From an optimization exercise on the open Yosys and OpenROAD flow, aimed at small area, a short achievable clock period and few clock cycles; shortcuts taken in it are not production practice. RTL that was checked went through simulation tests only; none was proved equivalent to the original. The RTL of runs 1, 2 and 8 was laid out without a check of its function. Power figures rest on the tool's default switching activity, not on a simulated workload.

--- flow/flow/run.sh ---
#!/bin/bash
# The standard layout, except that the port buffers are plain buffers
# (buf_4) instead of the delay cell buffer_ports picks by default.
set -euo pipefail
bash standard.sh 'BUFFER_PORTS_ARGS=-buffer_cell sky130_fd_sc_hd__buf_4' finish > standard_flow.log 2>&1
--- flow/standard.sh ---
#!/bin/bash
# synth_recipe.tcl (not shown) runs the flow's synth.tcl, then flattens the netlist and writes it again
# the make line also repeats each setting of config.mk as NAME=value (left out here)
make -C /OpenROAD-flow-scripts/flow DESIGN_CONFIG=/design/flow/config.mk WORK_HOME=/design/flow/orfs CLKGATE_MAP_FILE= SYNTH_SCRIPT=/design/flow/synth_recipe.tcl "${@:-finish}"
--- flow/config.mk ---
export PLATFORM = sky130hd
export DESIGN_NAME = chip8_cpu
export DESIGN_NICKNAME = chip8_cpu
export VERILOG_FILES = /design/flow/design.v
export SDC_FILE = /design/flow/constraint.sdc
export NUM_CORES = 4
export LEC_CHECK = 0
export ABC_AREA = 1
export CAP_MARGIN = 20
export CORE_MARGIN = 2
export CORE_UTILIZATION = 40
export CTS_BUF_LIST = sky130_fd_sc_hd__clkbuf_16
export CTS_CLUSTER_DIAMETER = 120
export CTS_CLUSTER_SIZE = 24
export PLACE_DENSITY = 0.6
export SETUP_SLACK_MARGIN = 4.1
export SLEW_MARGIN = 20
--- flow/constraint.sdc ---
create_clock -name core_clock -period 7.0 [get_ports {clk}]
set_input_delay 1.4000 -clock core_clock [delete_from_list [all_inputs] [get_ports {clk}]]
set_output_delay 1.4000 -clock core_clock [all_outputs]
set_load 0.01 [all_outputs]
--- flow/design.v ---
`timescale 1ns/1ns
module chip8_cpu (
    input  logic        clk,
    input  logic        reset_i,
    output logic        mem_rd_valid_o,
    output logic [11:0] mem_rd_addr_o,
    input  logic        mem_rd_ready_i,
    input  logic [7:0]  mem_rd_data_i,
    output logic        mem_wr_valid_o,
    output logic [19:0] mem_wr_o,
    input  logic        mem_wr_ready_i
);
    logic [11:0] ra_q;
    logic        rv_q;
    logic [7:0]  hb_q;
    logic [11:1] st_q [0:15];
    logic [3:0]  sp_q;             
    logic        irv_q;
    logic [11:0] ir_q;
    logic [7:0]  ox_q, oy_q;       
    logic        d_wx, d_wf;       
    logic [2:0]  d_rs;             
    logic        d_subx;
    logic        d_skip, d_skne;
    logic        d_jv0, d_ldi, d_addi, d_bcd, d_blk;
    logic [7:0]  v_q [0:15];
    logic [11:0] i_q;
    logic        wv_q;
    logic [11:0] wa_q;
    logic [7:0]  wd_q;
    logic        blk_q;            
    logic        pend_q;
    logic [3:0]  idx_q;
    logic [3:0]  last_q;
    logic [1:0]  bh_q;             
    logic [6:0]  bv_q;             
    logic [11:1] ra_inc;
    logic [3:0]  x;
    logic [7:0]  kk;
    logic [11:0] nnn;
    assign x   = ir_q[11:8];
    assign kk  = ir_q[7:0];
    assign nnn = ir_q[11:0];
    logic [9:0] add_s;
    assign add_s = {1'b0, ox_q, 1'b1} + {1'b0, oy_q, d_subx};
    logic [7:0] res;
    logic       flag;
    always_comb begin
        case (d_rs)
            3'd0:    res = ~add_s[8:1];
            3'd1:    res = add_s[8:1];
            3'd2:    res = oy_q;
            3'd3:    res = ox_q | oy_q;
            3'd4:    res = ox_q & oy_q;
            3'd5:    res = ox_q ^ oy_q;
            3'd6:    res = {1'b0, ox_q[7:1]};
            default: res = {ox_q[6:0], 1'b0};
        endcase
        case (d_rs)
            3'd0:    flag = !add_s[9];
            3'd6:    flag = ox_q[0];
            3'd7:    flag = ox_q[7];
            default: flag = add_s[9];
        endcase
    end
    logic skip;
    assign skip = d_skip && ((ox_q == oy_q) ^ d_skne);
    logic issue, out_free;
    logic d_store, hazard, e_hold, e_done, e_redir, e_wr;
    logic [11:1] e_tgt;
    assign d_store = d_bcd || d_blk;
    assign hazard  = pend_q && blk_q &&
                     ((d_wx && (x >= idx_q) && (x <= last_q)) || (d_wf && (last_q == 4'hF)));
    assign e_hold  = (d_store && (pend_q || !out_free)) || hazard;
    assign e_done  = irv_q && !e_hold;
    assign e_redir = irv_q && (skip || d_jv0);
    assign e_wr    = irv_q && !hazard;
    logic [12:0] i_sum;
    assign i_sum = {i_q, 1'b1} + {4'd0, ox_q, d_blk};
    always_comb begin
        if (d_skip) e_tgt = ra_inc;
        else        e_tgt = nnn[11:1] + {4'd0, v_q[0][7:1]} + {10'd0, nnn[0] & v_q[0][0]};
    end
    always_ff @(posedge clk) begin
        if (e_wr && d_wx) v_q[x] <= res;
        if (e_wr && d_wf) v_q[15] <= {7'd0, flag};
    end
    always_ff @(posedge clk) begin
        if (reset_i)
            i_q <= 12'd0;
        else if (irv_q && d_ldi)
            i_q <= nnn;
        else if ((irv_q && d_addi) || (issue && d_blk))
            i_q <= i_sum[12:1];
    end
    logic [7:0] lb;
    logic [3:0] op, n;
    assign lb = mem_rd_data_i;
    assign op = hb_q[7:4];
    assign n  = lb[3:0];
    logic lo_call, lo_jump, lo_ret;
    assign lo_call = (op == 4'h2);
    assign lo_jump = (op == 4'h1) || lo_call;
    assign lo_ret  = (hb_q == 8'h00) && (lb == 8'hEE);
    assign ra_inc  = ra_q[11:1] + 11'd1;
    logic lo_ok, lo_fire, hi_fire;
    assign lo_ok   = !irv_q || (!d_wx && !d_wf && !(d_store && (pend_q || !out_free)));
    assign hi_fire = mem_rd_ready_i && !ra_q[0];
    assign lo_fire = mem_rd_ready_i && ra_q[0] && lo_ok;
    logic       port_fetch;
    logic [7:0] port;
    assign port_fetch = ra_q[0] && lo_ok && ((op == 4'h5) || (op == 4'h8) || (op == 4'h9));
    assign port       = v_q[port_fetch ? lb[7:4] : idx_q];
    logic       n_wx, n_wf, n_kk, n_subx, n_suby, n_skip, n_skne;
    logic       n_jv0, n_ldi, n_addi, n_bcd, n_blk;
    logic [2:0] n_rs;
    always_comb begin
        n_wx   = 1'b0;
        n_wf   = 1'b0;
        n_rs   = 3'd1;
        n_kk   = (op == 4'h3) || (op == 4'h4) || (op == 4'h6) || (op == 4'h7);
        n_subx = (op == 4'h8) && (n == 4'h7);
        n_suby = (op == 4'h8) && (n == 4'h5);
        n_skip = (op == 4'h3) || (op == 4'h4) ||
                 (((op == 4'h5) || (op == 4'h9)) && (n == 4'h0));
        n_skne = (op == 4'h4) || (op == 4'h9);
        n_jv0  = (op == 4'hB);
        n_ldi  = (op == 4'hA);
        n_addi = (op == 4'hF) && (lb == 8'h1E);
        n_bcd  = (op == 4'hF) && (lb == 8'h33);
        n_blk  = (op == 4'hF) && (lb == 8'h55);
        case (op)
            4'h6: begin n_wx = 1'b1; n_rs = 3'd2; end
            4'h7: begin n_wx = 1'b1; n_rs = 3'd1; end
            4'h8: begin
                n_wx = 1'b1;
                case (n)
                    4'h0: n_rs = 3'd2;
                    4'h1: n_rs = 3'd3;
                    4'h2: n_rs = 3'd4;
                    4'h3: n_rs = 3'd5;
                    4'h4, 4'h7: begin n_rs = 3'd1; n_wf = 1'b1; end
                    4'h5: begin n_rs = 3'd0; n_wf = 1'b1; end
                    4'h6: begin n_rs = 3'd6; n_wf = 1'b1; end
                    4'hE: begin n_rs = 3'd7; n_wf = 1'b1; end
                    default: n_wx = 1'b0;
                endcase
            end
            default: ;
        endcase
    end
    always_ff @(posedge clk) begin
        if (reset_i) begin
            ra_q  <= 12'h200;
            rv_q  <= 1'b0;
            irv_q <= 1'b0;
        end else begin
            rv_q <= 1'b1;
            if (e_redir)
                ra_q <= {e_tgt, 1'b0};
            else if (hi_fire)
                ra_q[0] <= 1'b1;
            else if (lo_fire) begin
                if (lo_jump)
                    ra_q <= {hb_q[3:0], lb[7:1], 1'b0};
                else if (lo_ret)
                    ra_q <= {st_q[sp_q], 1'b0};
                else
                    ra_q <= {ra_inc, 1'b0};
            end
            if (lo_fire)
                irv_q <= 1'b1;
            else if (e_done)
                irv_q <= 1'b0;
        end
    end
    always_ff @(posedge clk) begin
        if (hi_fire)
            hb_q <= lb;
        if (lo_fire) begin
            ir_q   <= {hb_q[3:0], lb};
            ox_q   <= n_blk ? {4'd0, hb_q[3:0]} :
                      (n_subx || n_suby) ? ~v_q[hb_q[3:0]] :
                      v_q[hb_q[3:0]];
            oy_q   <= n_kk ? lb : port;
            d_wx   <= n_wx;
            d_wf   <= n_wf;
            d_rs   <= n_rs;
            d_subx <= n_subx;
            d_skip <= n_skip;
            d_skne <= n_skne;
            d_jv0  <= n_jv0;
            d_ldi  <= n_ldi;
            d_addi <= n_addi;
            d_bcd  <= n_bcd;
            d_blk  <= n_blk;
        end
    end
    always_ff @(posedge clk) begin
        if (lo_fire && lo_call)
            st_q[sp_q + 4'd1] <= ra_inc;
    end
    always_ff @(posedge clk) begin
        if (reset_i)
            sp_q <= 4'hF;
        else if (lo_fire && lo_call)
            sp_q <= sp_q + 4'd1;
        else if (lo_fire && lo_ret)
            sp_q <= sp_q - 4'd1;
    end
    logic [1:0] hund;
    logic [7:0] rest;
    logic [3:0] tens, ones;
    logic [7:0] gbyte;
    assign hund  = (ox_q >= 8'd200) ? 2'd2 : (ox_q >= 8'd100) ? 2'd1 : 2'd0;
    assign rest  = ox_q - ((ox_q >= 8'd200) ? 8'd200 : (ox_q >= 8'd100) ? 8'd100 : 8'd0);
    assign tens  = bv_q / 7'd10;
    assign ones  = bv_q % 7'd10;
    assign gbyte = blk_q ? port : {4'd0, idx_q[1] ? ones : idx_q[0] ? tens : {2'd0, bh_q}};
    logic w_fire, gen_go;
    assign w_fire   = wv_q && mem_wr_ready_i;
    assign out_free = !wv_q || mem_wr_ready_i;
    assign issue    = irv_q && d_store && !pend_q && out_free;
    assign gen_go   = pend_q && out_free && !(blk_q && port_fetch);
    always_ff @(posedge clk) begin
        if (reset_i) begin
            wv_q   <= 1'b0;
            pend_q <= 1'b0;
        end else if (issue) begin
            wv_q   <= 1'b1;
            pend_q <= d_bcd || (x != 4'h0);
        end else if (gen_go) begin
            wv_q   <= 1'b1;
            pend_q <= (idx_q != last_q);
        end else if (w_fire) begin
            wv_q <= 1'b0;
        end
    end
    always_ff @(posedge clk) begin
        if (issue) begin
            blk_q  <= d_blk;
            last_q <= d_bcd ? 4'd2 : x;
            bh_q   <= hund;
            bv_q   <= rest[6:0];
            wa_q   <= i_q;
            wd_q   <= d_bcd ? {6'd0, hund} : v_q[0];
            idx_q  <= 4'd1;
        end else if (gen_go) begin
            wa_q  <= wa_q + 12'd1;
            wd_q  <= gbyte;
            idx_q <= idx_q + 4'd1;
        end
    end
    assign mem_rd_valid_o = rv_q;
    assign mem_rd_addr_o  = ra_q;
    assign mem_wr_valid_o = wv_q;
    assign mem_wr_o       = {wa_q, wd_q};
endmodule
==> flow_summary.ini, run 1 <==
[status]
outcome = timing/DRC/antenna clean

[critical_path]
crit_slowest_cell = dfxtp_1
reg2reg_depth = 6
worst_path_largest_cell_delay_ps = 960
r2r_slack_ps = 4010
crit_path_end_kind = register
crit_buf_inv = 1
cp_max_fo = 13
required_ps = 7370
timing.rr.end = ox_q[4]
critPathKind = reg -> reg
cp.arrival_ps = 3360
critPathTopFamily = simple AND/OR/NAND/NOR gates
cp-start-kind = register
crit_top_cell = nand3_1
path_cells = clkinvlp_2 > nand3_1 > nand3_1 > nand2_1 > nor2_1 > nor3_1

[synth]
postSynthCellCount = 2265
synthesis.nets = 2337
async_reset_ff_frac = 0
synth_top_area_share = 0.520
synth.yosys.seq_area_share = 0.567
synth.area.top_cells = edfxtp_1, nand2_1, dfxtp_1, o21ai_0, inv_1
synth_warnings = 1
postSynthAreaPerCell_um2 = 9.68
yosysTopAreaCell = edfxtp_1
ys_ff_latch = 431
syn_area_um2 = 21900
synth_edf_count = 380
yosysUniqueCellTypes = 58
synth-main-ff-cell = edfxtp_1

[cells_and_area]
area_growth_pct = 13.9
final_nets = 2384
fin_area_um2 = 25000
drive_gt1_frac = 0.118
antenna_cells = 0
fill_cells = 5017

[cts]
clk_pin_slew_ps = 110
cts_root_buf = clkbuf_16
cts-buffers-inserted = 22
cts_max_level = 1
cts_tree = done
insertion_delay_ps = 590
clock_sink_count = 431
clockBufferDepth = 3
cts_hold_repair.buffers = 0

[power]
clkPwrFrac = 0.235
leakage_uw = 0.00968
power_density_nw_per_um2 = 248
vdd_drop_max_v = 0.000174
p_int_uw = 4070
seqPwrFrac = 0.493
swShare = 0.343
power_switching_uw = 2130
comb_power_share = 0.271

[global_route]
track_usage = 0.235
grt_antenna_before_repair = 0
overflow = 0
grt_max_degree = 127
grt_pass1_wl_mm = 101
grt_pass1_vias = 16200

[hold_path]
holdCritStartpoint = hb_q[1]
hold_path_class = reg -> reg
hold_depth = 0
min_to = ir_q[9]

[drt]
met2_wirelength_mm = 30.2
highest_layer = met4
wl_per_cell_um = 22.6
drcViolationCount = 0
dr_total_vias = 17500
detail_route.first_pass.iterations = 6
ant_nets = 0
drt_first_iter_violations = 2178
drt-vias-per-instance = 5.80
m1WireLength_mm = 29.7
finalWirelength_mm = 68.3
dr_wl_met3_mm = 6.23

[placement]
port_buffers = 45
placed_area_um2 = 23100
routabilityCongestion = 0.949
dpl.hpwl_mm = 43.9

[floorplanning]
dieArea_um2 = 56700
core_um2 = 54000
num_rows = 85
ios = 46
die_h_um = 238
die-width_um = 238
initial_utilization = 0.406

[timing]
worst_hold_slack_ps = 467
setup_violations = 0
period_minus_slack_ps = 2990
slew_headroom = 0.330
rsz0062_at_grt = yes
finClkSkew_ps = 52.4
fmax_ghz = 0.334
maxSlewViolCount = 0
hold_viol = 0
worst_slew_pin_slew_ps = 1000
setup_tns_ps = 0
timing.final.crit_share = 0.428

[flow_run]
max_cap_violations = 0
[routing by layer]
layer	up-vias	track usage
li1	8077	-
met5	-	0
met3	136	0.0384
met4	0	0.0688
met2	828	0.361
met1	8490	0.341
[stage by stage]
step	cells	utilization	worst slack (ps)	total power, uW
final	3024	0.462	4010	6200
after global routing	3024	0.462	4010	6440
after CTS	3006	0.456	4060	6120
after detailed placement	2930	0.428	2920	4470
after global placement	2930	0.428	2980	4450
after floorplan	2265	-	3470	4050
[cells in the final DEF (no fill, tap or decap), drive strengths merged, types with 2 or more instances in the layout]
| master | instances |
|---|---|
| nand2 | 389 |
| edfxtp | 380 |
| inv | 268 |
| nor2 | 226 |
| o21ai | 208 |
| nand3 | 151 |
| a21oi | 148 |
| buf | 108 |
| o211ai | 83 |
| ha | 55 |
| dfxtp | 51 |
| o221ai | 40 |
| xor2 | 36 |
| mux2i | 25 |
| clkbuf | 24 |
| nand4 | 20 |
| nor3 | 19 |
| o22ai | 16 |
| xnor2 | 12 |
| o32ai | 10 |
| a31oi | 8 |
| a221oi | 8 |
| a211oi | 5 |
| fa | 5 |
| clkinv | 4 |
| nor4 | 4 |
| clkinvlp | 4 |
| a311oi | 3 |
| or2 | 2 |
| a22o | 2 |
| o2111ai | 2 |
| a41oi | 2 |
[final cells by class]
type	instances	area (um2)	share of cell area
sequential	431	12400	0.498
inverter	258	1020	0.0409
tap	696	871	0.0349
timing repair inverter	1	5.00	0.000200
clock inverter	17	85.1	0.00341
multi-input combinational	1489	8880	0.355
timing repair buffer	109	1090	0.0438
clock buffer	23	576	0.0230
[power by group through the flow]
stage	registers, uW	logic [uW]	clock network [uW]
final	3060	1680	1460
after global routing	3070	1810	1560
after CTS	3060	1570	1480
after detailed placement	3120	1360	0
after global placement	3110	1340	0
after floorplan	3040	1010	0
[repair_timing]
item                                    in CTS  in global routing
cloned                                      12                  4
pin swaps                                   23                 13
resized for setup                           86                 42
endpoints found under the setup margin     248                245
hold endpoints to repair                     0                  0
setup buffers                               24                 13
[cell families after synthesis]
kind of cell / share of synthesized area
buf+inv: 0.0647
compound gates: 0.149
fa+ha+maj: 0.0359
simple gates: 0.153
flops: 0.567
xor+xnor: 0.0192
mux: 0.0114
[sequential cells by signal, indices dropped and copies added (netlist names), 2 cells and up, named ones only]
name    count
st_q      176
bh_q        2
last_q      4
wa_q       12
idx_q       4
ir_q       12
oy_q        8
v_q       128
wd_q        8
ra_q       12
d_rs        3
i_q        12
hb_q        8
bv_q        7
ox_q        8
sp_q        4
[how the worst max path moves through the flow]
stage	startpoint	to	slack (ps)	depth (start not counted)
2_1_floorplan	mem_wr_ready_i	st_q[0][0]	3470	12
3_3_place_gp	mem_wr_ready_i	oy_q[6]	2980	16
3_5_place_dp	mem_wr_ready_i	oy_q[6]	2920	16
4_1_cts	ox_q[0]	ra_q[11]	4060	15
5_1_grt	bv_q[6]	wd_q[2]	4010	21
6_report	register	ox_q[4]	4010	6
[synth_stat cells (all sizes together), types with 3 or more instances]
library cell  instances
edfxtp              380
nand2               376
inv                 254
nor2                226
o21ai               208
nand3               150
a21oi               148
o211ai               83
clkbuf               68
ha                   55
dfxtp                51
o221ai               40
xor2                 36
buf                  33
mux2i                25
nand4                20
nor3                 19
o22ai                16
xnor2                12
o32ai                10
a221oi                8
a31oi                 8
a211oi                5
fa                    5
clkinv                4
nor4                  4
a311oi                3
==> inputs of run 2 (changes only) <==
--- a/flow/config.mk
+++ b/flow/config.mk
@@ -14,4 +14,4 @@
 export CTS_CLUSTER_SIZE = 24
 export PLACE_DENSITY = 0.6
-export SETUP_SLACK_MARGIN = 4.1
+export SETUP_SLACK_MARGIN = 4.2
 export SLEW_MARGIN = 20
==> run 2 against run 1 <==
  * Still clean on timing, DRC and antenna
  * Area after synthesis did not move
  * Worst setup slack improved by 49 ps
  * Clock skew rose by 3.5 ps
  * Wire length fell by 0.63%
  * Largest cell class unchanged
  * Highest routed layer unchanged
==> flow_summary.ini, run 2 <==
[timing]
finClkSkew_ps = 55.9
rsz0062_at_grt = yes
fmax_ghz = 0.339
timing.final.crit_share = 0.421
maxSlewViolCount = 0
setup_tns_ps = 0
hold_viol = 0
worst_slew_pin_slew_ps = 1070
slew_headroom = 0.286
period_minus_slack_ps = 2950
setup_violations = 0

[drt]
detail_route.first_pass.iterations = 6
highest_layer = met4
drt-vias-per-instance = 5.79
met2_wirelength_mm = 31.2
dr_wl_met3_mm = 6.13
dr_total_vias = 17900
ant_nets = 0
drt_first_iter_violations = 2264
m1WireLength_mm = 28.7
finalWirelength_mm = 67.9
wl_per_cell_um = 22.0
drcViolationCount = 0

[synth]
synth.yosys.seq_area_share = 0.567
synth.area.top_cells = edfxtp_1, nand2_1, dfxtp_1, o21ai_0, inv_1
async_reset_ff_frac = 0
synth_top_area_share = 0.520
syn_area_um2 = 21900
yosysMostFrequentCell = edfxtp_1
ys_ff_latch = 431
synth-main-ff-cell = edfxtp_1
yosysTopAreaCell = edfxtp_1
yosysUniqueCellTypes = 58
synth_warnings = 1
postSynthCellCount = 2265
postSynthAreaPerCell_um2 = 9.68
synthesis.nets = 2337
yosys-top-cells-count = edfxtp_1, nand2_1, inv_1
synth_edf_count = 380

[cells_and_area]
largest_reg_flops = 176
regMostFlops = st_q
multi_input_area_um2 = 8910
fin_area_um2 = 25800
area_growth_pct = 17.6
seqCellArea_um2 = 12400
fill_cells = 4981
largestRegisters = st_q: 176 flops, v_q: 128 flops
final_nets = 2446
drive_gt1_frac = 0.153
final_common_cell = edfxtp_1
final_cell_mix = edfxtp_1, nand2_1, inv_1

[global_route]
grt_max_degree = 127
grt_pass1_vias = 16700
track_usage = 0.234
grt_pass1_wl_mm = 102
overflow = 0
grt_antenna_before_repair = 1

[cts]
cts_hold_repair.buffers = 0
clk_pin_slew_ps = 100
insertion_delay_ps = 580
cts-buffers-inserted = 22
clockBufferDepth = 3
cts_tree = done
cts_root_buf = clkbuf_16
clock_sink_count = 431
cts_max_level = 1

[floorplanning]
die-width_um = 238
dieArea_um2 = 56700
initial_utilization = 0.406
die_h_um = 238
num_rows = 85
ios = 46
core_um2 = 54000

[hold_path]
hold_path_class = reg -> reg
hold_depth = 0

[critical_path]
cp.arrival_ps = 3270
path_cells = buf_8 > inv_12 > nand2_8 > nand2_2 > nand2_2 > nand2_2 > nand2_4 > nand4_1 > buf_6 > nand2_8 > o211ai_1 > nand2_1 > o211ai_1 > nand2_2 > nand2_1 > o21ai_1
crit_path_end_kind = register
critPathKind = in -> reg
reg2reg_depth = 12
crit_top_cell = nand2_2
worst_path_largest_cell_delay_ps = 290
cp_max_fo = 7
cp-start-kind = input pin
required_ps = 7320
crit_slowest_cell = o211ai_1

[status]
outcome = timing/DRC/antenna clean

[power]
vdd_drop_max_v = 0.000169
power_density_nw_per_um2 = 242
p_total_uw = 6250
leakage_uw = 0.0101

[placement]
placed_area_um2 = 23100
dpl.hpwl_mm = 43.0
port_buffers = 45
routabilityCongestion = 0.920

[flow_run]
max_cap_violations = 0
run 2: timing repair:
item | 4_1_cts | 5_1_grt
cloned | 9 | 2
endpoints found under the setup margin | 440 | 259
setup buffers | 71 | 34
resized for setup | 91 | 71
pin swaps | 48 | 17
run 2: through the flow:
| step | hold WS [ps] | util | cells | setup slack (ps) |
|---|---|---|---|---|
| final | 437 | 0.477 | 3088 | 4050 |
| after global routing | 477 | 0.477 | 3087 | 3960 |
| after CTS | 441 | 0.467 | 3050 | 4110 |
| after detailed placement | 434 | 0.428 | 2930 | 2810 |
| after global placement | 428 | 0.428 | 2930 | 2870 |
| after floorplan | 426 | - | 2265 | 3470 |
run 2: worst paths after layout:
path	from	to	slack [ps]
max	mem_wr_ready_i	oy_q[4]	4050
min	hb_q[3]	ir_q[11]	440
max reg2reg	ir_q[11]	v_q[1][7]	4230
min reg2reg	hb_q[3]	ir_q[11]	440
run 2: final cells by class:
cell class              count  area share
diodes                      2    0.000194
clock buffers              23      0.0223
clock inverters            17     0.00330
inverters                 258      0.0400
multi-input cells        1484       0.345
flip-flops and latches    431       0.483
well taps                 696      0.0338
repair buffers            176      0.0723
repair inverters            1    0.000194
run 2: report_power, final:
part           internal (uW)  switching (uW)  total, uW
Combinational            579            1190       1770
Clock                    609             834       1440
Sequential              2930             106       3040
Total                   4120            2130       6250
run 2: logic make-up after synthesis:
logic type	share of synthesized area
compound gates	0.149
xor+xnor	0.0192
fa+ha+maj	0.0359
buf+inv	0.0647
flops	0.567
mux	0.0114
simple gates	0.153
run 2: critical path: cells and delay by family:
kind | cells | cell delay [ps]
simple gates | 10 | 900
compound gates | 3 | 550
buf+inv | 3 | 400
run 2: layer usage:
layer,vias up,track usage
met5,-,0
met3,110,0.0332
li1,8193,-
met1,8715,0.334
met4,0,0.0633
met2,861,0.373
==> inputs of run 3 (changes only) <==
--- a/flow/design.v
+++ b/flow/design.v
@@ -14,4 +14,5 @@
     logic        rv_q;
     logic [7:0]  hb_q;
+    logic        hb_vy_q;          
     logic [11:1] st_q [0:15];
     logic [3:0]  sp_q;             
@@ -104,11 +105,12 @@
     assign lo_ret  = (hb_q == 8'h00) && (lb == 8'hEE);
     assign ra_inc  = ra_q[11:1] + 11'd1;
-    logic lo_ok, lo_fire, hi_fire;
+    logic lo_ok, lo_may, lo_fire, hi_fire;
     assign lo_ok   = !irv_q || (!d_wx && !d_wf && !(d_store && (pend_q || !out_free)));
+    assign lo_may  = !irv_q || (!d_wx && !d_wf && !(d_store && pend_q));
     assign hi_fire = mem_rd_ready_i && !ra_q[0];
     assign lo_fire = mem_rd_ready_i && ra_q[0] && lo_ok;
     logic       port_fetch;
     logic [7:0] port;
-    assign port_fetch = ra_q[0] && lo_ok && ((op == 4'h5) || (op == 4'h8) || (op == 4'h9));
+    assign port_fetch = ra_q[0] && lo_may && hb_vy_q;
     assign port       = v_q[port_fetch ? lb[7:4] : idx_q];
     logic       n_wx, n_wf, n_kk, n_subx, n_suby, n_skip, n_skne;
@@ -176,6 +178,8 @@
     end
     always_ff @(posedge clk) begin
-        if (hi_fire)
-            hb_q <= lb;
+        if (hi_fire) begin
+            hb_q    <= lb;
+            hb_vy_q <= (lb[7:4] == 4'h5) || (lb[7:4] == 4'h8) || (lb[7:4] == 4'h9);
+        end
         if (lo_fire) begin
             ir_q   <= {hb_q[3:0], lb};
--- a/flow/config.mk
+++ b/flow/config.mk
@@ -14,4 +14,4 @@
 export CTS_CLUSTER_SIZE = 24
 export PLACE_DENSITY = 0.6
-export SETUP_SLACK_MARGIN = 4.2
+export SETUP_SLACK_MARGIN = 4.3
 export SLEW_MARGIN = 20
==> run 3 against run 2 <==
  * Total power shrank 9.4%
  * Utilization shrank 0.44 points
  * Final area decreased by 1.7%
  * Register-to-register slack improved by 60 ps
  * Combinational power fell by 27%
  * Critical path type is now reg -> reg
  * Critical endpoint is now ra_q[11]
  * Highest routed layer unchanged
==> flow_summary.ini, run 3 <==
[status]
outcome = timing/DRC/antenna clean

[floorplanning]
core_um2 = 53600
num_rows = 85
ios = 46
die_h_um = 236
die-width_um = 236
initial_utilization = 0.403
dieArea_um2 = 55900

[timing]
timing.final.crit_share = 0.387
fin_ws_ps = 4290
setup_tns_ps = 0
setup_violations = 0
period_minus_slack_ps = 2710
hold_viol = 0
fmax_ghz = 0.370
maxSlewViolCount = 0
rsz0062_at_grt = yes
worst_slew_pin_slew_ps = 922
slew_headroom = 0.383
worst_hold_slack_ps = 465
finClkSkew_ps = 46.4

[placement]
dpl.hpwl_mm = 43.2
placed_area_um2 = 22800
pre_cts_slack_ps = 2890
port_buffers = 45
routabilityCongestion = 0.951

[power]
comb_power_share = 0.227
seqPwrFrac = 0.523
swShare = 0.310
leakage_uw = 0.00934
power_density_nw_per_um2 = 224
power_switching_uw = 1760
p_int_uw = 3910
vdd_drop_max_v = 0.000164
clkPwrFrac = 0.249

[cts]
clk_pin_slew_ps = 100
insertion_delay_ps = 580
clock_sink_count = 432
clockBufferDepth = 3
cts_tree = done
cts-buffers-inserted = 22
cts_root_buf = clkbuf_16
cts_max_level = 1

[drt]
drcViolationCount = 0
detail_route.first_pass.iterations = 6
drt_first_iter_violations = 2201
ant_nets = 0
finalWirelength_mm = 67.4
wl_per_cell_um = 22.4
dr_total_vias = 17500
drt-vias-per-instance = 5.82

[synth]
syn_area_um2 = 21600
synthesis.nets = 2251
synth.area.top_cells = edfxtp_1, o21ai_0, nand2_1, dfxtp_1, nor2_1
yosysTopAreaCell = edfxtp_1
postSynthAreaPerCell_um2 = 9.92
yosysMostFrequentCell = edfxtp_1
async_reset_ff_frac = 0
synth.yosys.seq_area_share = 0.577
synth_edf_count = 381
ys_ff_latch = 432
yosys-top-cells-count = edfxtp_1, nand2_1, nor2_1
synth-main-ff-cell = edfxtp_1
postSynthCellCount = 2179
synth_warnings = 1
yosysUniqueCellTypes = 51
synth_top_area_share = 0.529

[critical_path]
cp.arrival_ps = 3160
critPathKind = reg -> reg
cp_max_fo = 8
r2r_slack_ps = 4290
cp-start-kind = register
timing.rr.end = ra_q[11]
reg2reg_depth = 15
crit_path_end_kind = register
timing.rr.start = ox_q[0]
required_ps = 7460

[hold_path]
hold_depth = 0
holdCritStartpoint = hb_q[2]
hold_path_class = reg -> reg
min_to = ir_q[10]

[cells_and_area]
fin_area_um2 = 25400
largestRegisters = st_q: 176 flops, v_q: 128 flops
final_cell_mix = edfxtp_1, nand2_1, o21ai_0
regMostFlops = st_q
area_growth_pct = 17.3
fill_cells = 4857
final_nets = 2370
antenna_cells = 0
final_common_cell = edfxtp_1
drive_gt1_frac = 0.160
largest_reg_flops = 176

[global_route]
track_usage = 0.230
grt_max_degree = 71
grt_pass1_wl_mm = 98.9
grt_antenna_before_repair = 0
overflow = 0
grt_pass1_vias = 16200

[flow_run]
max_cap_violations = 0
run 3: changes by cell type in the layout (fill, tap and decap cells not counted), moves of 8 or more:
cell,previous run,this run
buf_4,124,147
nand2_1,344,258
inv_1,239,197
nor2_1,189,225
o32ai_1,10,0
o21ai_0,190,237
o22ai_1,15,35
nand2_8,13,5
nor2_2,3,11
nand3_1,131,92
a21oi_1,145,123
run 3: logic make-up after synthesis:
kind of cell | synth area share
and+or+nand+nor | 0.134
AOI/OAI and AO/OA | 0.166
DFF | 0.577
buffers and inverters | 0.0575
adders and majority gates | 0.0365
xor gates and xnor gates | 0.0211
muxes | 0.00880
run 3: final cells by class:
| cell class | count | area (um2) | area share |
|---|---|---|---|
| sequential | 432 | 12500 | 0.492 |
| multi-input combinational | 1440 | 8650 | 0.341 |
| timing repair buffer | 187 | 1850 | 0.0728 |
| tap | 696 | 871 | 0.0343 |
| inverter | 212 | 836 | 0.0330 |
| clock buffer | 22 | 551 | 0.0217 |
| clock inverter | 18 | 98.8 | 0.00390 |
| timing repair inverter | 3 | 20.0 | 0.000790 |
run 3: worst max path at each step:
stage                startpoint        to  slack (ps)
3_5_place_dp   mem_rd_data_i[4]   oy_q[7]        2890
4_1_cts          mem_wr_ready_i   ra_q[7]        4160
6_report                ox_q[0]  ra_q[11]        4290
3_3_place_gp   mem_rd_data_i[4]   oy_q[7]        2970
2_1_floorplan    mem_wr_ready_i   ra_q[7]        3820
5_1_grt                 ox_q[0]   ra_q[5]        4190
run 3: power by group through the flow:
stage | clock, uW | combinational (uW) | sequential [uW]
after floorplan | 0 | 758 | 2980
after global placement | 0 | 1000 | 3040
after detailed placement | 0 | 1020 | 3040
after CTS | 1450 | 1160 | 2970
after global routing | 1540 | 1380 | 2970
final | 1410 | 1290 | 2970
run 3: per-stage QoR:
| stage | instances | power (uW) | utilization |
|---|---|---|---|
| floorplan | 2179 | 3740 | - |
| global placement | 2849 | 4040 | 0.424 |
| detailed placement | 2850 | 4050 | 0.425 |
| CTS | 2948 | 5570 | 0.459 |
| global route | 3010 | 5890 | 0.473 |
| finish | 3010 | 5670 | 0.473 |
run 3: worst max-delay path: stages, from the launching register on:
cell and delay [ps]:
edfxtp_1 470, buf_4 190, inv_2 120, ha_4 220, inv_1 110, nand4_1 160, nor2_4 170, a21oi_1 80
o21ai_0 80, nand2_1 110, nand2_4 130, clkinvlp_4 190, nor2_4 200, inv_2 100, o21ai_0 190, a21oi_1 80
run 3: repair_timing:
item,CTS,global route
hold endpoints to repair,0,0
hold buffers,0,0
pin swaps,31,30
setup buffers,52,60
gates cloned,6,2
setup endpoints to repair,449,399
resized for setup,90,87
run 3: metal layers:
metal / track usage / vias to the layer above / part of all wire
met4: 0.0809 / 0 / 0.034
li1: - / 8029 / -
met5: 0 / - / 0
met1: 0.327 / 8484 / 0.43
met2: 0.356 / 881 / 0.45
met3: 0.0400 / 137 / 0.087
Testbench counts of run 3, summed over its fixed seeds: cycles 56,578.
==> inputs of run 4 (changes only) <==
--- a/flow/config.mk
+++ b/flow/config.mk
@@ -11,7 +11,7 @@
 export CORE_UTILIZATION = 40
 export CTS_BUF_LIST = sky130_fd_sc_hd__clkbuf_16
-export CTS_CLUSTER_DIAMETER = 120
-export CTS_CLUSTER_SIZE = 24
+export CTS_CLUSTER_DIAMETER = 150
+export CTS_CLUSTER_SIZE = 28
 export PLACE_DENSITY = 0.6
-export SETUP_SLACK_MARGIN = 4.3
+export SETUP_SLACK_MARGIN = 4.2
 export SLEW_MARGIN = 20
==> run 4 against run 3 <==
  * Wire length rose by 0.29%
  * First-iteration DRC count fell by 5.1%
  * Still clean on timing, DRC and antenna
  * Sequential share of layout area rose by 0.92 points
  * Utilization fell by 0.88 points
  * Clock power fell by 6%
  * Highest routed layer unchanged
==> flow_summary.ini, run 4 <==
[status]
outcome = timing/DRC/antenna clean

[placement]
routabilityCongestion = 0.951
placed_area_um2 = 22800
port_buffers = 45
dpl.hpwl_mm = 44.0
pre_cts_slack_ps = 2960

[synth]
postSynthAreaPerCell_um2 = 9.92
postSynthCellCount = 2179
synth.yosys.seq_area_share = 0.577
synth_compound_area_frac = 0.166
ys_ff_latch = 432
syn_area_um2 = 21600
synth_edf_count = 381
synthesis.nets = 2251
muxShareOfSynthArea = 0.00880
synth_top_area_share = 0.529
yosysUniqueCellTypes = 51
synth.area.top_cells = edfxtp_1, o21ai_0, nand2_1, dfxtp_1, nor2_1
async_reset_ff_frac = 0
yosys-top-cells-count = edfxtp_1, nand2_1, nor2_1
synth_fa_ha_area_frac = 0.0365
synth_top_family_by_area = compound AO/OA/AOI/OAI gates
yosysMostFrequentCell = edfxtp_1
synth-simple-area-share = 0.134
yosysTopAreaCell = edfxtp_1
synth-main-ff-cell = edfxtp_1
synth_warnings = 1
synth_xor_area_frac = 0.0211

[cts]
cts-buffers-inserted = 19
cts_max_level = 1
cts_tree = done
clock_sink_count = 432
clockBufferDepth = 3
insertion_delay_ps = 590
cts_root_buf = clkbuf_16
clk_pin_slew_ps = 110
cts_hold_repair.buffers = 0

[timing]
fmax_ghz = 0.360
rsz0062_at_grt = yes
setup_tns_ps = 0
slew_headroom = 0.462
timing.final.crit_share = 0.397
worst_slew_pin_slew_ps = 804
period_minus_slack_ps = 2780
hold_viol = 0
fin_ws_ps = 4220
finClkSkew_ps = 47.4
maxSlewViolCount = 0
setup_violations = 0

[drt]
ant_nets = 0
drcViolationCount = 0
detail_route.first_pass.iterations = 5
drt_first_iter_violations = 2088
dr_total_vias = 17400
wl_per_cell_um = 22.6
finalWirelength_mm = 67.6
drt-vias-per-instance = 5.81

[critical_path]
critPathKind = in -> reg
required_ps = 7270
crit_top_cell = nor2_4
cp-start-kind = input pin
cp.arrival_ps = 3050
critPathTopFamily = simple AND/OR/NAND/NOR gates
path_cells = buf_4 > nor2_4 > nor2_2 > inv_1 > nand2_2 > nand4_4 > nor2_4 > nand2_1 > nor2_4 > buf_4
worst_path_largest_cell_delay_ps = 300
crit_buf_inv = 3
r2r_slack_ps = 4280
crit_path_end_kind = register
cp_max_fo = 10
crit_slowest_cell = nand2_1

[power]
vdd_drop_max_v = 0.000164
p_total_uw = 5510
leakage_uw = 0.00916
power_density_nw_per_um2 = 221

[hold_path]
hold_path_class = reg -> reg

[global_route]
grt_pass1_vias = 16200
grt_max_degree = 87
track_usage = 0.233
overflow = 0
grt_pass1_wl_mm = 99.6
grt_antenna_before_repair = 0

[floorplanning]
core_um2 = 53600
die-width_um = 236
num_rows = 85
ios = 46
die_h_um = 236
initial_utilization = 0.403
dieArea_um2 = 55900

[cells_and_area]
largestRegisters = st_q: 176 flops, v_q: 128 flops
final_nets = 2349
drive_gt1_frac = 0.138
area_growth_pct = 15.1
antenna_cells = 0
fin_area_um2 = 24900
regMostFlops = st_q
fin_util = 0.464
final_common_cell = edfxtp_1
final_cell_mix = edfxtp_1, nand2_1, o21ai_0
largest_reg_flops = 176

[flow_run]
max_cap_violations = 0
run 4: cell types whose count changed in the layout (fill, tap and decap cells not counted), sizes merged:
cell / before / now
bufbuf: 1 / 0
inv: 219 / 217
buf: 186 / 168
o21ai: 259 / 260
clkinv: 5 / 1
clkinvlp: 9 / 12
nand2: 287 / 286
clkbuf: 22 / 20
run 4: cell families (layout without fill, tap and decap cells):
kind of cell | count (synthesis) | in the layout
AND/OR/NAND/NOR | 703 | 706
AO/OA/AOI/OAI | 602 | 603
flip-flops | 432 | 432
buffers and inverters | 311 | 418
adder cells (fa/ha/maj) | 60 | 60
XOR/XNOR | 52 | 52
multiplexers | 19 | 19
run 4: where the power goes:
group          leakage [uW]  internal (uW)  switching [uW]  total (uW)
combinational       0.00493            391             840        1230
clock              0.000315            511             805        1320
sequential          0.00391           2890            70.1        2960
total               0.00916           3790            1720        5510
run 4: final cells by class:
class                           instances  area, um2
Multi-Input combinational cell       1440       8460
Inverter                              212        842
Fill cell                            5000      28700
Tap cell                              696        871
Timing Repair Buffer                  169       1670
Clock buffer                           19        475
Timing Repair inverter                  3       20.0
Sequential cell                       432      12500
Clock inverter                         15       73.8
run 4: metrics by stage:
step / instances / hold slack (ps)
2_1_floorplan: 2179 / 426
3_3_place_gp: 2851 / 436
3_5_place_dp: 2851 / 443
4_1_cts: 2946 / 474
5_1_grt: 2986 / 492
6_report: 2986 / 475
run 4: repair_timing:
| item | CTS | global route |
|---|---|---|
| pin swaps | 32 | 20 |
| endpoints found under the setup margin | 430 | 362 |
| gates cloned | 5 | 3 |
| setup buffers | 56 | 37 |
| resized for setup | 58 | 71 |
run 4: path summary, 6_finish.rpt:
path                            cells after the start      startpoint    endpoint
worst max-delay path                               10  mem_wr_ready_i  st_q[1][1]
worst min-delay path                                0         hb_q[2]    ir_q[10]
worst max register to register                     10         ox_q[0]   v_q[2][7]
worst min register to register                      0         hb_q[2]    ir_q[10]
run 4: routing by layer:
metal,global-route usage,part of all wire
met5,0,0
met4,0.0625,0.029
met3,0.0359,0.093
met2,0.373,0.45
met1,0.330,0.43
==> inputs of run 5 (changes only) <==
--- a/flow/config.mk
+++ b/flow/config.mk
@@ -11,6 +11,6 @@
 export CORE_UTILIZATION = 40
 export CTS_BUF_LIST = sky130_fd_sc_hd__clkbuf_16
-export CTS_CLUSTER_DIAMETER = 150
-export CTS_CLUSTER_SIZE = 28
+export CTS_CLUSTER_DIAMETER = 90
+export CTS_CLUSTER_SIZE = 18
 export PLACE_DENSITY = 0.6
 export SETUP_SLACK_MARGIN = 4.2
==> run 5 against run 4 <==
  * Worst setup slack got worse by 76 ps
  * Still clean on timing, DRC and antenna
  * Count of clock-buffer cells in the layout up 9
  * Register-to-register slack worse by 130 ps
  * Fmax decreased by 2.7%
  * Via count up 0.48%
  * Critical path depth unchanged
  * Sequential share of layout area is 0.65 points lower
  * Wire length is 0.85% higher
  * Clock skew decreased by 22 ps
  * Die area is the same
==> flow_summary.ini, run 5 <==
[placement]
port_buffers = 45
dpl.hpwl_mm = 44.0
dp_cells = 2851
placed_area_um2 = 22800
routabilityCongestion = 0.951

[synth]
synth_compound_area_frac = 0.166
ys_ff_latch = 432
yosysMostFrequentCell = edfxtp_1
yosysTopAreaCell = edfxtp_1
synth.yosys.seq_area_share = 0.577
syn_area_um2 = 21600
synth_top_area_share = 0.529
postSynthCellCount = 2179
synth_fa_ha_area_frac = 0.0365
synth_xor_area_frac = 0.0211
synth_warnings = 1
yosys-top-cells-count = edfxtp_1, nand2_1, nor2_1
synth.area.top_cells = edfxtp_1, o21ai_0, nand2_1, dfxtp_1, nor2_1
synth_top_family_by_area = compound AO/OA/AOI/OAI gates
synth_edf_count = 381
postSynthAreaPerCell_um2 = 9.92
synthesis.nets = 2251
synth-main-ff-cell = edfxtp_1
yosysUniqueCellTypes = 51
async_reset_ff_frac = 0
muxShareOfSynthArea = 0.00880
synth-simple-area-share = 0.134

[global_route]
overflow = 0
grt_use_met3 = 0.0387
grt_pass1_wl_mm = 99.6
use_met2 = 0.374
grt_pass1_vias = 16300
track_usage = 0.233
grt_max_degree = 87
grt_antenna_before_repair = 0
grtUsageMet1 = 0.325
grt_busiest_layer = met2

[cells_and_area]
regMostFlops = st_q
final_common_cell = edfxtp_1
final_nets = 2362
fill_cells = 4975
largest_reg_flops = 176
fin_util = 0.470
fin_area_um2 = 25200
layout.cells.non_filler = 3008
final_cell_mix = edfxtp_1, nand2_1, o21ai_0
largestRegisters = st_q: 176 flops, v_q: 128 flops
drive_gt1_frac = 0.144
area_growth_pct = 16.6
antenna_cells = 0

[power]
power_switching_uw = 1790
swShare = 0.308
p_int_uw = 4030
p_total_uw = 5820
power_density_nw_per_um2 = 231
comb_power_share = 0.216
clkPwrFrac = 0.275
seqPwrFrac = 0.509
leakage_uw = 0.00935
vdd_drop_max_v = 0.000187

[critical_path]
crit_slowest_cell = nor2_2
r2r_slack_ps = 4150
cp.arrival_ps = 3140
critPathKind = in -> reg
crit_path_end_kind = register
path_depth = 10
worst_path_largest_cell_delay_ps = 340
crit_buf_inv = 3
cp-start-kind = input pin
critPathTopFamily = simple AND/OR/NAND/NOR gates
reg2reg_depth = 13
path_cells = buf_4 > nor2_4 > nor2_2 > inv_1 > nand2_2 > nand4_4 > nor2_2 > nand2_1 > nor2_4 > buf_4
cp_max_fo = 10
required_ps = 7290

[floorplanning]
core_um2 = 53600
num_rows = 85
initial_utilization = 0.403
die_h_um = 236
die-width_um = 236
dieArea_um2 = 55900
ios = 46

[drt]
wl_per_cell_um = 22.7
drcViolationCount = 0
dr_total_vias = 17400
drt_first_iter_violations = 1872
finalWirelength_mm = 68.2
detail_route.first_pass.iterations = 6
ant_nets = 0
drt-vias-per-instance = 5.80

[timing]
period_minus_slack_ps = 2850
setup_violations = 0
finClkSkew_ps = 25.7
slew_headroom = 0.513
rsz0062_at_grt = yes
maxSlewViolCount = 0
timing.final.crit_share = 0.408
worst_slew_pin_slew_ps = 728
setup_tns_ps = 0
hold_viol = 0
fmax_ghz = 0.350

[cts]
clockBufferDepth = 3
cts_max_level = 1
clock_sink_count = 432
cts-buffers-inserted = 28
cts_root_buf = clkbuf_16
insertion_delay_ps = 600
clk_pin_slew_ps = 80
cts_tree = done

[hold_path]
hold_depth = 0
hold_path_class = reg -> reg

[status]
outcome = timing/DRC/antenna clean

[flow_run]
max_cap_violations = 0
run 5: final cells by class:
| type | instances | area, um2 | share of cell area |
|---|---|---|---|
| clock buffer | 28 | 701 | 0.0278 |
| clock inverter | 24 | 114 | 0.00452 |
| inverter | 212 | 845 | 0.0335 |
| multi-input combinational | 1440 | 8490 | 0.337 |
| sequential | 432 | 12500 | 0.495 |
| tap | 696 | 871 | 0.0345 |
| timing repair buffer | 173 | 1700 | 0.0673 |
| timing repair inverter | 3 | 20.0 | 0.000794 |
run 5: per-stage QoR:
step / hold WS (ps) / worst slack, ps
after floorplan: 426 / 3820
after global placement: 436 / 2990
after detailed placement: 443 / 2960
after CTS: 463 / 4120
after global routing: 480 / 4080
final: 464 / 4150
run 5: worst paths after layout:
check,from,to
max,mem_wr_ready_i,st_q[1][10]
max reg2reg,ox_q[0],v_q[7][5]
min reg2reg,hb_q[2],ir_q[10]
min,hb_q[2],ir_q[10]
run 5: kinds of logic (layout without fill, tap and decap cells):
group | count (synthesis) | after routing
multiplexers | 19 | 19
adder cells (fa/ha/maj) | 60 | 60
AO/OA/AOI/OAI | 602 | 603
flip-flops | 432 | 432
XOR/XNOR | 52 | 52
buffers and inverters | 311 | 440
AND/OR/NAND/NOR | 703 | 706
run 5: what timing repair did:
item	CTS	global route
hold buffers	0	0
pin swaps	31	14
gates cloned	4	5
setup endpoints to repair	427	398
setup buffers	54	42
resized for setup	53	84
endpoints found under the hold margin	0	0
run 5: routing by layer:
metal	share of wire	routed length (um)
met5	0	0
met4	0.030	2040
met1	0.43	29400
met3	0.084	5720
met2	0.46	31000
run 5: worst reg2reg max path, cell delays in order, from the launching register on:
cell and delay, ps:
edfxtp_1 440, buf_6 150, fa_2 380, nand3_2 110
nand3_4 80, buf_6 130, a21oi_2 100, o21ai_1 80
xor2_1 280, or2_4 190, nand2_2 50, a21oi_2 100
o211ai_1 230, buf_4 280
run 5: power by group through the flow:
stage	combinational (uW)	sequential, uW	clock (uW)
floorplan	757	2980	0
global placement	1010	3030	0
detailed placement	1020	3030	0
CTS	1100	2960	1630
global route	1350	2970	1720
finish	1260	2960	1600
==> inputs of run 6 (changes only) <==
--- a/flow/config.mk
+++ b/flow/config.mk
@@ -9,9 +9,9 @@
 export CAP_MARGIN = 20
 export CORE_MARGIN = 2
-export CORE_UTILIZATION = 40
+export CORE_UTILIZATION = 32
 export CTS_BUF_LIST = sky130_fd_sc_hd__clkbuf_16
-export CTS_CLUSTER_DIAMETER = 90
-export CTS_CLUSTER_SIZE = 18
-export PLACE_DENSITY = 0.6
+export CTS_CLUSTER_DIAMETER = 120
+export CTS_CLUSTER_SIZE = 24
+export PLACE_DENSITY = 0.5
 export SETUP_SLACK_MARGIN = 4.2
 export SLEW_MARGIN = 20
==> run 6 against run 5 <==
  * Flip-flop and latch count unchanged
  * Sequential power barely moved
  * Wire length rose by 2.9%
  * Still clean on timing, DRC and antenna
  * Utilization fell by 9.3 points
  * Global-route usage shrank 4.0 points
  * Worst hold slack got worse by 4.5 ps
  * Total power down 3.0%
  * Critical path depth did not move
  * First-iteration DRC count decreased by 3.3%
  * Clock power shrank 9%
==> flow_summary.ini, run 6 <==
[timing]
maxSlewViolCount = 0
worst_hold_slack_ps = 460
hold_viol = 0
slew_headroom = 0.314
setup_violations = 0
finClkSkew_ps = 46.2
fmax_ghz = 0.357
worst_slew_pin_slew_ps = 1030
period_minus_slack_ps = 2800
timing.final.crit_share = 0.400
setup_tns_ps = 0
rsz0062_at_grt = yes

[floorplanning]
initial_utilization = 0.322
dieArea_um2 = 69600
die-width_um = 264
core_um2 = 67000
num_rows = 95
die_h_um = 264
ios = 46

[drt]
ant_nets = 0
wl_per_cell_um = 22.2
finalWirelength_mm = 70.2
drt-vias-per-instance = 5.46
drt_first_iter_violations = 1811
dr_total_vias = 17300
drcViolationCount = 0
detail_route.first_pass.iterations = 6

[synth]
postSynthCellCount = 2179
yosysTopAreaCell = edfxtp_1
synthesis.nets = 2251
synth.yosys.seq_area_share = 0.577
async_reset_ff_frac = 0
synth_edf_count = 381
synth.area.top_cells = edfxtp_1, o21ai_0, nand2_1, dfxtp_1, nor2_1
synth_top_area_share = 0.529
yosysUniqueCellTypes = 51
synth_warnings = 1
ys_ff_latch = 432
postSynthAreaPerCell_um2 = 9.92
syn_area_um2 = 21600
yosys-top-cells-count = edfxtp_1, nand2_1, nor2_1
yosysMostFrequentCell = edfxtp_1
synth-main-ff-cell = edfxtp_1

[status]
outcome = timing/DRC/antenna clean

[critical_path]
critPathKind = in -> reg
crit_buf_inv = 3
startpoint = mem_wr_ready_i
worst_path_largest_cell_delay_ps = 300
cp_max_fo = 11
crit_slowest_cell = nand2_1
required_ps = 7260
path_cells = buf_4 > nor2_4 > nor2_2 > inv_1 > nand2_2 > nand4_4 > nor2_4 > nand2_1 > nor2_4 > buf_12
critPathTopFamily = simple AND/OR/NAND/NOR gates
crit_path_end_kind = register
cp-start-kind = input pin
cp.arrival_ps = 3060
crit_top_cell = nor2_4
timing.rr.start = ir_q[10]

[cts]
insertion_delay_ps = 590
clk_pin_slew_ps = 100
clock_sink_count = 432
clockBufferDepth = 3
cts_tree = done
cts_hold_repair.buffers = 0
cts_max_level = 1
cts_root_buf = clkbuf_16
cts-buffers-inserted = 22

[cells_and_area]
area_growth_pct = 16.9
fill_cells = 6675
seqCellArea_um2 = 12500
drive_gt1_frac = 0.140
largestRegisters = st_q: 176 flops, v_q: 128 flops
regMostFlops = st_q
antenna_cells = 0
multi_input_area_um2 = 8530
final_cell_mix = edfxtp_1, nand2_1, o21ai_0
largest_reg_flops = 176
final_common_cell = edfxtp_1
final_nets = 2349

[placement]
routabilityCongestion = 0.902
port_buffers = 45
dpl.hpwl_mm = 45.7

[power]
power_density_nw_per_um2 = 223
p_total_uw = 5640
leakage_uw = 0.00923
vdd_drop_max_v = 0.000172

[global_route]
grt_max_degree = 76
grt_antenna_before_repair = 0
track_usage = 0.193
overflow = 0
grt_pass1_wl_mm = 103
grt_pass1_vias = 16300

[flow_run]
max_cap_violations = 0

[hold_path]
holdCritStartpoint = hb_q[2]
hold_path_class = reg -> reg
## run 6: changes by cell type in the layout (fill, tap and decap cells not counted), sizes merged
cell,before,now
buf,172,166
clkbuf,29,25
clkinv,5,2
clkinvlp,12,10
inv,222,220
nand2,286,285
o21ai,260,259
## run 6: cell families (layout without fill, tap and decap cells)
kind of cell	Yosys count	in the layout	share of synthesized area
multiplexers	19	19	0.00880
XOR/XNOR	52	52	0.0211
buffers and inverters	311	423	0.0575
AO/OA/AOI/OAI	602	602	0.166
AND/OR/NAND/NOR	703	705	0.134
adder cells (fa/ha/maj)	60	60	0.0365
flip-flops	432	432	0.577
## run 6: repair_timing
item | 4_1_cts | 5_1_grt
gates resized for setup | 71 | 73
setup buffers | 57 | 39
setup endpoints to repair | 432 | 292
gates cloned | 4 | 3
pin swaps | 29 | 19
## run 6: worst reg2reg max path, cell delays in order (launching register included)
cell,delay [ps]
edfxtp_1,550
ha_1,360
nand2_1,50
inv_1,60
o21ai_0,70
a32oi_1,190
o22ai_1,140
nand3_1,120
nand3_1,160
nor2_1,670
## run 6: per-layer routing
metal  vias to the layer above  part of all wire  global-route usage
li1                       7976                 -                   -
met1                      8520              0.44               0.270
met2                       697              0.46               0.304
met3                        96             0.080              0.0360
met4                         0             0.026              0.0537
met5                         -                 0                   0
## run 6: through the flow
stage                     area (um2)  cells  utilization  setup WS, ps
after floorplan                21800   2179            -          3820
after global placement         23000   3023        0.343          2830
after global routing           25300   3166        0.377          4120
after CTS                      24700   3124        0.368          4130
after detailed placement       23000   3023        0.343          2650
final                          25300   3166        0.377          4200
## run 6: area by class of cell
cell class / count / share of cell area
Clock inverter: 17 / 0.00322
Timing Repair inverter: 3 / 0.000792
Timing Repair Buffer: 168 / 0.0654
Multi-Input combinational cell: 1438 / 0.338
Sequential cell: 432 / 0.494
Inverter: 212 / 0.0333
Clock buffer: 23 / 0.0228
Tap cell: 873 / 0.0432
## run 6: worst paths after layout
kind / end / slack, ps / depth (start not counted)
hold reg to reg: ir_q[10] / 460 / 0
setup reg to reg: v_q[0][3] / 4280 / 9
hold / removal: ir_q[10] / 460 / 0
setup / recovery: st_q[2][7] / 4200 / 10
## run 6: power by group
part | internal [uW] | total (uW) | switching (uW)
clock | 608 | 1450 | 847
sequential | 2890 | 2960 | 73.3
combinational | 400 | 1230 | 825
total | 3900 | 5640 | 1750
==> inputs of run 7 (changes only) <==
--- a/flow/config.mk
+++ b/flow/config.mk
@@ -7,11 +7,11 @@
 export LEC_CHECK = 0
 export ABC_AREA = 1
-export CAP_MARGIN = 20
+export CAP_MARGIN = 5
 export CORE_MARGIN = 2
-export CORE_UTILIZATION = 32
+export CORE_UTILIZATION = 40
 export CTS_BUF_LIST = sky130_fd_sc_hd__clkbuf_16
 export CTS_CLUSTER_DIAMETER = 120
 export CTS_CLUSTER_SIZE = 24
-export PLACE_DENSITY = 0.5
+export PLACE_DENSITY = 0.6
 export SETUP_SLACK_MARGIN = 4.2
-export SLEW_MARGIN = 20
+export SLEW_MARGIN = 5
==> run 7 against run 6 <==
  * Still clean
  * Non-clock buffer count is 11 lower
  * First-iteration DRC count is 14% higher
  * Fmax shrank 1.9%
  * Flip-flop and latch count stayed put
  * Critical path depth is the same
  * Largest cell class unchanged
==> flow_summary.ini, run 7 <==
[cts]
clockBufferDepth = 3
clock_sink_count = 432
clk_pin_slew_ps = 110
cts-buffers-inserted = 22
insertion_delay_ps = 590
cts_root_buf = clkbuf_16
cts_tree = done
cts_max_level = 1

[critical_path]
cp_max_fo = 11
critPathKind = in -> reg
required_ps = 7280
crit_path_end_kind = register
cp.arrival_ps = 3130
cp-start-kind = input pin

[power]
leakage_uw = 0.00916
vdd_drop_max_v = 0.000164
clkPwrFrac = 0.254
swShare = 0.309
comb_power_share = 0.216
power_switching_uw = 1730
p_total_uw = 5600
seqPwrFrac = 0.530
p_int_uw = 3870
power_density_nw_per_um2 = 225

[synth]
yosysUniqueCellTypes = 51
yosysTopAreaCell = edfxtp_1
synthesis.nets = 2251
async_reset_ff_frac = 0
ys_ff_latch = 432
synth_top_area_share = 0.529
synth.area.top_cells = edfxtp_1, o21ai_0, nand2_1, dfxtp_1, nor2_1
synth_warnings = 1
yosys-top-cells-count = edfxtp_1, nand2_1, nor2_1
synth.yosys.seq_area_share = 0.577
postSynthCellCount = 2179
yosysMostFrequentCell = edfxtp_1
syn_area_um2 = 21600
synth_edf_count = 381
postSynthAreaPerCell_um2 = 9.92
synth-main-ff-cell = edfxtp_1

[cells_and_area]
final_common_cell = edfxtp_1
antenna_cells = 0
final_cell_mix = edfxtp_1, nand2_1, o21ai_0
area_growth_pct = 15.0
largest_reg_flops = 176
drive_gt1_frac = 0.134
fill_cells = 4941
largestRegisters = st_q: 176 flops, v_q: 128 flops
final_nets = 2338
seqCellArea_um2 = 12500
regMostFlops = st_q
multi_input_area_um2 = 8450

[placement]
dpl.hpwl_mm = 44.0
routabilityCongestion = 0.951
port_buffers = 45

[drt]
drt-vias-per-instance = 5.83
detail_route.first_pass.iterations = 5
finalWirelength_mm = 67.0
ant_nets = 0
drcViolationCount = 0
drt_first_iter_violations = 2056
wl_per_cell_um = 22.5
dr_total_vias = 17400

[timing]
setup_violations = 0
fmax_ghz = 0.350
maxSlewViolCount = 0
finClkSkew_ps = 30.1
hold_viol = 0
timing.final.crit_share = 0.408
rsz0062_at_grt = yes
slew_headroom = 0.520
period_minus_slack_ps = 2860
setup_tns_ps = 0
worst_slew_pin_slew_ps = 718

[status]
outcome = timing/DRC/antenna clean

[floorplanning]
die_h_um = 236
core_um2 = 53600
dieArea_um2 = 55900
num_rows = 85
ios = 46
die-width_um = 236
initial_utilization = 0.403

[hold_path]
hold_path_class = reg -> reg

[global_route]
grt_max_degree = 87
grt_pass1_vias = 16100
overflow = 0
grt_pass1_wl_mm = 99.5
grt_antenna_before_repair = 0
track_usage = 0.233

[flow_run]
max_cap_violations = 0
-- run 7: cell count changes in the layout (fill, tap and decap cells not counted), sizes merged --
cell      delta
buf         -10
clkbuf       -2
clkinvlp     +1
-- run 7: kinds of logic after synthesis --
family | synth area share
AO/OA/AOI/OAI | 0.166
XOR/XNOR | 0.0211
adder cells (fa/ha/maj) | 0.0365
buffers and inverters | 0.0575
flip-flops | 0.577
multiplexers | 0.00880
AND/OR/NAND/NOR | 0.134
-- run 7: stage by stage --
stage,instances,instance area (um2),hold slack [ps],setup slack [ps],util
2_1_floorplan,2179,21800,426,3820,-
5_1_grt,2978,24900,470,4090,0.464
3_3_place_gp,2851,22800,436,2990,0.425
6_report,2978,24900,457,4140,0.464
3_5_place_dp,2851,22800,443,2960,0.425
4_1_cts,2941,24300,456,4070,0.453
-- run 7: power groups by stage --
stage | logic, uW | clock network, uW | registers, uW
after CTS | 1100 | 1460 | 2960
after floorplan | 757 | 0 | 2980
after global routing | 1310 | 1540 | 2970
final | 1210 | 1420 | 2970
after detailed placement | 1030 | 0 | 3030
after global placement | 1010 | 0 | 3030
-- run 7: cell type report --
type | instances | share of cell area
multi-input cells | 1438 | 0.340
clock inverters | 18 | 0.00393
flip-flops and latches | 432 | 0.502
well taps | 696 | 0.0350
inverters | 212 | 0.0338
repair buffers | 157 | 0.0625
clock buffers | 22 | 0.0221
repair inverters | 3 | 0.000805
-- run 7: worst max-delay path, stage by stage --
cell and delay (ps):
buf_4 90, nor2_4 40, nor2_2 120, inv_1 70, nand2_2 90, nand4_4 240
nor2_2 330, nand2_1 340, nor2_4 230, buf_12 170
-- run 7: layer usage --
metal  vias to the layer above  wire [um]  GRT usage
li1                       7962          -          -
met1                      8517      29400      0.332
met2                       784      30400      0.370
met3                       105       5390     0.0344
met4                         0       1870     0.0656
met5                         -          0          0
-- run 7: worst paths after layout --
kind                  startpoint    endpoint  slack, ps  cells past startpoint
setup / recovery  mem_wr_ready_i  st_q[0][1]       4140                     10
hold / removal           hb_q[2]    ir_q[10]        460                      0
setup reg to reg         ox_q[0]   v_q[2][5]       4270                     12
hold reg to reg          hb_q[2]    ir_q[10]        460                      0
-- run 7: repair_timing --
item / in CTS / in global routing
pin swaps: 25 / 18
setup endpoints to repair: 428 / 399
hold buffers: 0 / 0
setup buffers: 45 / 35
gates resized for setup: 62 / 71
cloned: 5 / 2
==> inputs of run 8 (changes only) <==
--- a/flow/design.v
+++ b/flow/design.v
@@ -81,5 +81,5 @@
     always_comb begin
         if (d_skip) e_tgt = ra_inc;
-        else        e_tgt = nnn[11:1] + {4'd0, v_q[0][7:1]} + {10'd0, nnn[0] & v_q[0][0]};
+        else        e_tgt = nnn[11:1];
     end
     always_ff @(posedge clk) begin
@@ -183,5 +183,5 @@
         end
         if (lo_fire) begin
-            ir_q   <= {hb_q[3:0], lb};
+            ir_q   <= {hb_q[3:0], lb} + ((op == 4'hB) ? {4'd0, v_q[0]} : 12'd0);
             ox_q   <= n_blk ? {4'd0, hb_q[3:0]} :
                       (n_subx || n_suby) ? ~v_q[hb_q[3:0]] :
--- a/flow/config.mk
+++ b/flow/config.mk
@@ -7,5 +7,5 @@
 export LEC_CHECK = 0
 export ABC_AREA = 1
-export CAP_MARGIN = 5
+export CAP_MARGIN = 20
 export CORE_MARGIN = 2
 export CORE_UTILIZATION = 40
@@ -15,3 +15,3 @@
 export PLACE_DENSITY = 0.6
 export SETUP_SLACK_MARGIN = 4.2
-export SLEW_MARGIN = 5
+export SLEW_MARGIN = 20
==> run 8 against run 7 <==
  * Largest power group unchanged
  * Largest cell class unchanged
  * Highest routed layer unchanged
  * Utilization rose by 0.43 points
  * Still clean on timing, DRC and antenna
  * Global-route usage fell by 0.28 points
  * Die area rose by 1.0%
  * Fmax rose by 3.9%
  * Via count rose by 1.3%
  * Flip-flop and latch count did not move
  * Wire length rose by 1.1%
==> flow_summary.ini, run 8 <==
[power]
leakage_uw = 0.00930
vdd_drop_max_v = 0.000161
power_density_nw_per_um2 = 233

[synth]
yosysMostFrequentCell = edfxtp_1
async_reset_ff_frac = 0
postSynthAreaPerCell_um2 = 9.79
synth.area.top_cells = edfxtp_1, o21ai_0, nor2_1, nand2_1, dfxtp_1
synth-main-ff-cell = edfxtp_1
ys_ff_latch = 432
yosys-top-cells-count = edfxtp_1, nor2_1, nand2_1
synth_edf_count = 381
synthesis.nets = 2305
syn_area_um2 = 21800
yosysUniqueCellTypes = 56
synth.yosys.seq_area_share = 0.570
postSynthCellCount = 2232
yosysTopAreaCell = edfxtp_1
synth_warnings = 1
synth_top_area_share = 0.524

[critical_path]
startpoint = d_blk
cp_max_fo = 9
cp-start-kind = register
crit_path_end_kind = register
required_ps = 7320
critPathKind = reg -> reg
timing.rr.start = d_blk
cp.arrival_ps = 3070

[drt]
ant_nets = 0
detail_route.first_pass.iterations = 5
drcViolationCount = 0
drt-vias-per-instance = 5.81
drt_first_iter_violations = 1961
dr_total_vias = 17600
wl_per_cell_um = 22.4
finalWirelength_mm = 67.7

[hold_path]
holdCritStartpoint = i_q[8]
hold_path_class = reg -> reg

[floorplanning]
die_h_um = 238
die-width_um = 238
dieArea_um2 = 56500
core_um2 = 53900
ios = 46
initial_utilization = 0.405
num_rows = 85

[global_route]
track_usage = 0.230
grt_max_degree = 89
overflow = 0
grt_antenna_before_repair = 0
grt_pass1_vias = 16000
grt_pass1_wl_mm = 99.0

[cells_and_area]
final_nets = 2387
regMostFlops = st_q
largest_reg_flops = 176
multi_input_area_um2 = 8820
final_cell_mix = edfxtp_1, nand2_1, nor2_1
seqCellArea_um2 = 12500
area_growth_pct = 15.5
largestRegisters = st_q: 176 flops, v_q: 128 flops
fill_cells = 4956
layout.cells.non_filler = 3026
antenna_cells = 0
final_common_cell = edfxtp_1
drive_gt1_frac = 0.142

[cts]
cts_root_buf = clkbuf_16
insertion_delay_ps = 580
cts_max_level = 1
clk_pin_slew_ps = 110
clock_sink_count = 432
cts_hold_repair.buffers = 0
cts_tree = done
cts-buffers-inserted = 22
clockBufferDepth = 3

[timing]
timing.final.crit_share = 0.392
setup_tns_ps = 0
hold_viol = 0
finClkSkew_ps = 46.6
maxSlewViolCount = 0
rsz0062_at_grt = yes
slew_headroom = 0.352
worst_hold_slack_ps = 499
period_minus_slack_ps = 2750
setup_violations = 0
fmax_ghz = 0.364
worst_slew_pin_slew_ps = 964
fin_ws_ps = 4250

[status]
outcome = timing/DRC/antenna clean

[placement]
dp_cells = 2900
port_buffers = 45
routabilityCongestion = 0.940
pre_cts_slack_ps = 3090
dpl.hpwl_mm = 44.2

[flow_run]
max_cap_violations = 0
[run 8: cell count changes after synthesis, sizes merged, moves of 10 or more]
cell,delta
inv,+13
nor2,+23
o21ai,+16
nand3,+12
o221ai,-19
a21oi,-10
o211ai,+28
o22ai,-13
xor2,+11
mux2i,-12
[run 8: layer usage]
| metal | vias up | part of all wire | routed length [um] | track usage |
|---|---|---|---|---|
| li1 | 8090 | - | - | - |
| met1 | 8491 | 0.43 | 29400 | 0.337 |
| met2 | 880 | 0.43 | 29200 | 0.346 |
| met3 | 133 | 0.10 | 6770 | 0.0417 |
| met4 | 0 | 0.034 | 2310 | 0.0701 |
| met5 | - | 0 | 0 | 0 |
[run 8: stage by stage]
step,total power [uW],cell area (um2),util
global placement,4210,22900,0.425
detailed placement,4220,22900,0.425
global route,6110,25200,0.468
CTS,5730,24600,0.456
finish,5880,25200,0.468
floorplan,3830,21900,-
[run 8: logic make-up after synthesis]
logic type,count (synthesis),synth area share
AO/OA/AOI/OAI,617,0.170
XOR/XNOR,56,0.0225
adder cells (fa/ha/maj),61,0.0363
buffers and inverters,326,0.0589
flip-flops,432,0.570
multiplexers,7,0.00321
AND/OR/NAND/NOR,733,0.139
[run 8: timing repair]
| item | 4_1_cts | 5_1_grt |
|---|---|---|
| pin swaps | 22 | 24 |
| gates resized for setup | 103 | 81 |
| cloned | 7 | 3 |
| buffers inserted | 37 | 39 |
| setup endpoints to repair | 440 | 310 |
[run 8: path summary, 6_finish.rpt]
path / slack, ps / depth (start not counted) / endpoint
worst min register to register: 500 / 2 / i_q[8]
worst max-delay path: 4250 / 15 / wd_q[3]
worst min-delay path: 500 / 2 / i_q[8]
worst max register to register: 4250 / 15 / wd_q[3]
[run 8: report_power, final]
part | switching [uW] | total, uW | internal [uW]
logic | 1000 | 1480 | 479
registers | 81.2 | 2990 | 2910
clock network | 830 | 1420 | 588
[run 8: final cells by class]
cell class,instances,share of cell area
clock buffers,22,0.0218
clock inverters,18,0.00421
inverters,227,0.0353
multi-input cells,1478,0.350
flip-flops and latches,432,0.494
well taps,696,0.0345
repair buffers,151,0.0598
repair inverters,2,0.000496
[run 8: worst max-delay path, stage by stage (launching register included)]
cell       delay [ps]
edfxtp_1          530
nor2_4            190
nor2_4             60
nand2_4            60
nand3_4           140
buf_4             190
nand2_4           110
o21ai_4            70
buf_4             170
clkbuf_16         170
o211ai_1          190
nand3_1           100
nand3_1           190
nand3_1           100
nand3_1           130
o21ai_2            90

==> port drivers added, routing unchanged <==
The flow's constraints put no driver on any port. The routed layouts listed below were extracted and timed again, unchanged, in two steps.
Step 1: set_driving_cell puts a clkbuf_16 on clk and a buf_2 on each other input, an assumption about the parent block.
Step 2 adds t to the input delays and takes it off the output delays; t is the mean of the earliest and latest rising clock arrival at the registers after step 1. Input paths then give back, and output paths get back, about the clock's delay inside the block.
a / b / c = ideal / step 1 / step 2; a / b = the first two.
| run | t, ns | setup WS [ns] | worst hold slack (ns) | latest minus earliest clock arrival (ns) |
|---|---|---|---|---|
| run 1 | 0.626 | 4.005 / 4.005 / 3.468 | 0.467 / 0.467 / 0.467 | 0.054 / 0.054 |
| run 2 | 0.610 | 4.054 / 4.075 / 3.465 | 0.437 / 0.437 / 0.437 | 0.056 / 0.056 |
| run 3 | 0.624 | 4.294 / 4.279 / 3.703 | 0.465 / 0.465 / 0.465 | 0.050 / 0.050 |
| run 4 | 0.623 | 4.222 / 4.257 / 3.633 | 0.475 / 0.475 / 0.475 | 0.047 / 0.047 |
| run 5 | 0.644 | 4.147 / 4.152 / 3.535 | 0.464 / 0.464 / 0.464 | 0.026 / 0.026 |
| run 6 | 0.629 | 4.200 / 4.231 / 3.602 | 0.460 / 0.460 / 0.460 | 0.056 / 0.056 |
| run 7 | 0.629 | 4.144 / 4.178 / 3.548 | 0.457 / 0.457 / 0.457 | 0.031 / 0.031 |
| run 8 | 0.616 | 4.253 / 4.253 / 3.676 | 0.499 / 0.499 / 0.499 | 0.049 / 0.050 |
After both steps every run listed still meets setup and hold. The setup slack of run 5, which loses most, moves by +0.005 ns with the drivers and by -0.612 ns with both steps.
